From an optimization exercise on the open Yosys and OpenROAD flow, aimed at small area; shortcuts taken in it are not production practice. Function was checked by simulation only, so behaviour that the tests miss may differ from the original. Power figures rest on the tool's default switching activity, not on a simulated workload.

==> trial 82: inputs <==
## link_monitor_top
module link_monitor_top #(
    parameter int NIBBLES = 32
) (
    input  logic                     iol2clk,
    input  logic                     rst_n,
    input  link_mon_pkg::link_t      dn_link,
    input  link_mon_pkg::link_t      up_link,
    input  logic                     rpt_ack,
    output logic                     rpt_req,
    output link_mon_pkg::report_t    rpt,
    output logic                     overflow,
    output link_mon_pkg::abort_cnt_t dn_abort_cnt,
    output link_mon_pkg::abort_cnt_t up_abort_cnt
);
==> flow/config.mk <==
export PLATFORM = sky130hd
export DESIGN_NAME = link_monitor_top
export DESIGN_NICKNAME = link_monitor_top
export VERILOG_FILES = /design/flow/design.v
export SDC_FILE = /design/flow/constraint.sdc
export NUM_CORES = 4
export LEC_CHECK = 0
export CAP_MARGIN = 20
export CORE_MARGIN = 2
export CORE_UTILIZATION = 65
export SLEW_MARGIN = 20
==> flow/constraint.sdc <==
create_clock -name core_clock -period 5.0 [get_ports {iol2clk}]
set_input_delay 1.0000 -clock core_clock [delete_from_list [all_inputs] [get_ports {iol2clk}]]
set_output_delay 1.0000 -clock core_clock [all_outputs]
set_load 0.01 [all_outputs]
standard.sh (not shown) runs the stock make flow with config.mk's settings and CLKGATE_MAP_FILE= SYNTH_SCRIPT=/design/flow/synth_recipe.tcl, a recipe that flattens the netlist after the stock synthesis.
==> flow/flow/run.sh <==
#!/bin/bash
# The standard layout (the standard.sh: the standard synthesis and the
# ORFS steps from floorplan to finish) with two changes:
#  - the buffers that global placement puts on every input and output port
#    are the platform's smallest buffer, sky130_fd_sc_hd__buf_1, instead of
#    the cell buffer_ports picks by default;
#  - clock tree synthesis adds no dummy loads to the clock tree leaves (the
#    other CTS arguments are the ones cts.tcl builds from config.mk).
# The make output goes to flow_make.log in this folder.
set -euo pipefail
export BUFFER_PORTS_ARGS="-buffer_cell sky130_fd_sc_hd__buf_1"
export CTS_ARGS="-sink_clustering_enable -repair_clock_nets -sink_clustering_size 12 -sink_clustering_max_diameter 30 -buf_list sky130_fd_sc_hd__clkbuf_4 -dont_use_dummy_load"
bash standard.sh finish > flow_make.log 2>&1
==> trial 59: changes against trial 82 <==
--- a/flow/design.v
+++ b/flow/design.v
@@ -55,30 +55,30 @@
     input  logic                     take,
     output logic                     pkt_abort,
     output logic                     full,
     output logic                     overflow_pulse,
     output link_mon_pkg::packet_t    entry_pkt_n,
-    output link_mon_pkg::stall_cnt_t entry_stall_cnt_n
+    output link_mon_pkg::stall_cnt_t entry_stall_cnt
 );
     localparam int PKT_W = NIBBLES * link_mon_pkg::NIBBLE_W;
     localparam int CNT_W = $clog2(NIBBLES + 1);
     localparam logic [CNT_W-1:0] FULL_CNT = CNT_W'(NIBBLES);
     logic [CNT_W-1:0]         beat_cnt;
     logic                     vld_q;
     logic                     stall_q;
     logic                     pkt_done;
-    link_mon_pkg::stall_cnt_t stall_acc_n;
+    link_mon_pkg::stall_cnt_t stall_acc;
     link_mon_pkg::stall_cnt_t stall_base;
     logic [PKT_W-1:0]         pkt_n;
     logic                     accept;
     logic                     pkt_end;
     logic                     stall_rise;
     logic                     load;
     assign accept = link.vld && !link.stall && (beat_cnt < FULL_CNT);
     assign pkt_end = vld_q && !link.vld;
     assign stall_rise = link.vld && link.stall && !stall_q;
-    assign stall_base = vld_q ? ~stall_acc_n : '0;
+    assign stall_base = vld_q ? stall_acc : '0;
     always_ff @(posedge iol2clk)
     begin
         if (!rst_n)
         begin
             beat_cnt  <= '0;
@@ -99,14 +99,17 @@
                 beat_cnt <= beat_cnt + 1'b1;
         end
     end
     always_ff @(posedge iol2clk)
     begin
-        if (stall_rise && (stall_base != '1))
-            stall_acc_n <= ~(stall_base + 1'b1);
-        else
-            stall_acc_n <= ~stall_base;
+        if (link.vld)
+        begin
+            if (stall_rise && (stall_base != '1))
+                stall_acc <= stall_base + 1'b1;
+            else
+                stall_acc <= stall_base;
+        end
     end
     always_ff @(posedge iol2clk)
     begin
         if (accept)
             pkt_n <= {~link.data, pkt_n[PKT_W-1:link_mon_pkg::NIBBLE_W]};
@@ -125,11 +128,11 @@
     always_ff @(posedge iol2clk)
     begin
         if (load)
         begin
             entry_pkt_n     <= pkt_n;
-            entry_stall_cnt_n <= stall_acc_n;
+            entry_stall_cnt <= stall_acc;
         end
     end
 endmodule
 `timescale 1ns/1ns
 module report_builder (
@@ -166,14 +169,14 @@
 `timescale 1ns/1ns
 module report_ctrl (
     input  logic                     iol2clk,
     input  logic                     rst_n,
     input  link_mon_pkg::packet_t    dn_pkt_n,
-    input  link_mon_pkg::stall_cnt_t dn_stall_cnt_n,
+    input  link_mon_pkg::stall_cnt_t dn_stall_cnt,
     input  logic                     dn_full,
     input  link_mon_pkg::packet_t    up_pkt_n,
-    input  link_mon_pkg::stall_cnt_t up_stall_cnt_n,
+    input  link_mon_pkg::stall_cnt_t up_stall_cnt,
     input  logic                     up_full,
     input  logic                     dn_overflow_pulse,
     input  logic                     up_overflow_pulse,
     input  logic                     dn_abort,
     input  logic                     up_abort,
@@ -235,11 +238,11 @@
     always_comb
     begin
         rpt.dir       = link_mon_pkg::dir_e'(dn_off);
         rpt.cmd       = packet[link_mon_pkg::NIBBLE_W-1:0];
         rpt.cmd_known = cmd_known;
-        rpt.stall_cnt = ~((dn_stall_cnt_n | {8{dn_off}}) & (up_stall_cnt_n | {8{up_off}}));
+        rpt.stall_cnt = dn_off ? up_stall_cnt : dn_stall_cnt;
         rpt.packet    = packet;
     end
     always_ff @(posedge iol2clk)
     begin
         if (!rst_n)
@@ -274,34 +277,34 @@
     output link_mon_pkg::abort_cnt_t dn_abort_cnt,
     output link_mon_pkg::abort_cnt_t up_abort_cnt
 );
     logic                     dn_pkt_abort;
     link_mon_pkg::packet_t    dn_pkt_n;
-    link_mon_pkg::stall_cnt_t dn_stall_cnt_n;
+    link_mon_pkg::stall_cnt_t dn_stall_cnt;
     logic                     dn_full;
     logic                     dn_overflow_pulse;
     logic                     dn_take;
     logic                     up_pkt_abort;
     link_mon_pkg::packet_t    up_pkt_n;
-    link_mon_pkg::stall_cnt_t up_stall_cnt_n;
+    link_mon_pkg::stall_cnt_t up_stall_cnt;
     logic                     up_full;
     logic                     up_overflow_pulse;
     logic                     up_take;
     nibble_assembler #(.NIBBLES(NIBBLES)) u_dn_asm (
         .iol2clk(iol2clk), .rst_n(rst_n), .link(dn_link), .take(dn_take),
         .pkt_abort(dn_pkt_abort), .full(dn_full), .overflow_pulse(dn_overflow_pulse),
-        .entry_pkt_n(dn_pkt_n), .entry_stall_cnt_n(dn_stall_cnt_n)
+        .entry_pkt_n(dn_pkt_n), .entry_stall_cnt(dn_stall_cnt)
     );
     nibble_assembler #(.NIBBLES(NIBBLES)) u_up_asm (
         .iol2clk(iol2clk), .rst_n(rst_n), .link(up_link), .take(up_take),
         .pkt_abort(up_pkt_abort), .full(up_full), .overflow_pulse(up_overflow_pulse),
-        .entry_pkt_n(up_pkt_n), .entry_stall_cnt_n(up_stall_cnt_n)
+        .entry_pkt_n(up_pkt_n), .entry_stall_cnt(up_stall_cnt)
     );
     report_ctrl u_ctrl (
         .iol2clk(iol2clk), .rst_n(rst_n),
-        .dn_pkt_n(dn_pkt_n), .dn_stall_cnt_n(dn_stall_cnt_n), .dn_full(dn_full),
-        .up_pkt_n(up_pkt_n), .up_stall_cnt_n(up_stall_cnt_n), .up_full(up_full),
+        .dn_pkt_n(dn_pkt_n), .dn_stall_cnt(dn_stall_cnt), .dn_full(dn_full),
+        .up_pkt_n(up_pkt_n), .up_stall_cnt(up_stall_cnt), .up_full(up_full),
         .dn_overflow_pulse(dn_overflow_pulse), .up_overflow_pulse(up_overflow_pulse),
         .dn_abort(dn_pkt_abort), .up_abort(up_pkt_abort),
         .rpt_ack(rpt_ack), .dn_take(dn_take), .up_take(up_take),
         .rpt_req(rpt_req), .rpt(rpt), .overflow(overflow),
         .dn_abort_cnt(dn_abort_cnt), .up_abort_cnt(up_abort_cnt)
==> flow/run.sh (new file) <==
#!/bin/bash
# synth_recipe.tcl (not shown) runs the flow's synth.tcl, then flattens the netlist and writes it again
# the make line also repeats each setting of config.mk as NAME=value (left out here)
make -C /OpenROAD-flow-scripts/flow DESIGN_CONFIG=/design/flow/config.mk WORK_HOME=/design/flow/orfs CLKGATE_MAP_FILE= SYNTH_SCRIPT=/design/flow/synth_recipe.tcl finish
ABC_AREA = 1   (was not set)
CORE_UTILIZATION = 40   (was 65)
removed: flow/flow/run.sh
removed: flow/standard.sh
==> trial 34: changes against trial 82 <==
==> flow/run.sh (new file) <==
#!/bin/bash
# synth_recipe.tcl (not shown) runs the flow's synth.tcl, then flattens the netlist and writes it again
# the make line also repeats each setting of config.mk as NAME=value (left out here)
make -C /OpenROAD-flow-scripts/flow DESIGN_CONFIG=/design/flow/config.mk WORK_HOME=/design/flow/orfs CLKGATE_MAP_FILE= SYNTH_SCRIPT=/design/flow/synth_recipe.tcl finish
CTS_BUF_LIST = sky130_fd_sc_hd__clkbuf_16   (was not set)
CTS_CLUSTER_DIAMETER = 60   (was not set)
CTS_CLUSTER_SIZE = 30   (was not set)
removed: flow/flow/run.sh
removed: flow/standard.sh
==> summary.txt <==
Placed design
Routability-driven placement finished with a final weighted congestion of 0.772. The pre-CTS setup slack is 1.73 ns.

Final layout
In the final layout, flip-flops and latches take up approximately three quarters of the cell area.

Routing
The sum of routed wire length over all layers is roughly 33000 um.

Pwr
The share of total power consumed by net switching is ~20%.

Synth
The main combinational cell family by area after synthesis is compound AO/OA/AOI/OAI gates. Summing the areas of all compound-gate instances in the mapped netlist gives 5.76% of the synthesized area.

Run status
The flow ran to the end and the layout has no timing, DRC or antenna violations.
the above is filed under trial 34

==> summary.txt <==
Run status
The run finished with no timing, DRC or antenna violations.

Worst setup path
The highest fanout seen on the critical path is 115.

Final layout
The register fraction of the total cell area is roughly four fifths. The number of inserted filler cells in the final layout is about 1900.

Synth
The main combinational cell family by area after synthesis is compound AO/OA/AOI/OAI gates. The synthesized netlist devotes approximately 5.8% of its cell area to compound gates.

Timing
The worst slew margin relative to its limit is 36.8%.

Placed design
At the end of routability-driven placement, the weighted congestion stood at 0.759. OpenSTA, run right after detailed placement, puts the worst setup slack at 1.92 ns.

Pwr
The share of total power consumed by net switching is 19.2%.
the above is filed under trial 82

==> summary.txt <==
Routing
The routed length on met3 is around 2600 um. The sum of routed wire length over all layers is ~39000 um.

GRT
The via count of the first global-routing pass is 10200. For this run the aggregate overflow at the end of global routing stands at 0.

Synth
The main combinational cell family by area after synthesis is simple AND/OR/NAND/NOR gates. The synthesized netlist devotes 4.81% of its cell area to compound gates.

Final layout
Across the whole layout, storage elements make up a little over two thirds of the cell area.

Run status
The run finished with no timing, DRC or antenna violations.

Pwr
Of the total power, the share spent switching nets is 19.7%.

Placed design
The last weighted congestion value of the routability-driven placer is about 0.8.
the above is filed under trial 59

[afterwards: timing with drivers on the ports]
How much do the figures lean on ideal ports? The routed layouts below were timed once more, with nothing changed but the port constraints. Step 1 assumes that a clkbuf_16 drives the clock port and a buf_2 every other input. Step 2 adds t to the input delays and takes it off the output delays; t is the mean of the earliest and latest rising clock arrival at the registers after step 1. Input paths then give back, and output paths get back, about the clock's delay inside the block. a / b / c = ideal / step 1 / step 2; a / b = the first two.
| run | shift t [ns] | setup slack, ns | hold WS [ns] | worst slew at a driven data input, ns | cell pins on the clock port's net |
|---|---|---|---|---|---|
| trial 82 | 0.725 | 1.241 / 1.197 / 1.922 | 0.391 / 0.391 / 0.391 | 0.06 | 1 |
| trial 59 | 0.645 | 1.322 / 1.273 / 1.365 | 0.418 / 0.418 / 0.418 | 0.06 | 1 |
| trial 34 | 0.576 | 1.195 / 1.145 / 1.721 | 0.426 / 0.426 / 0.426 | 0.04 | 1 |
After both steps every run listed still meets setup and hold.
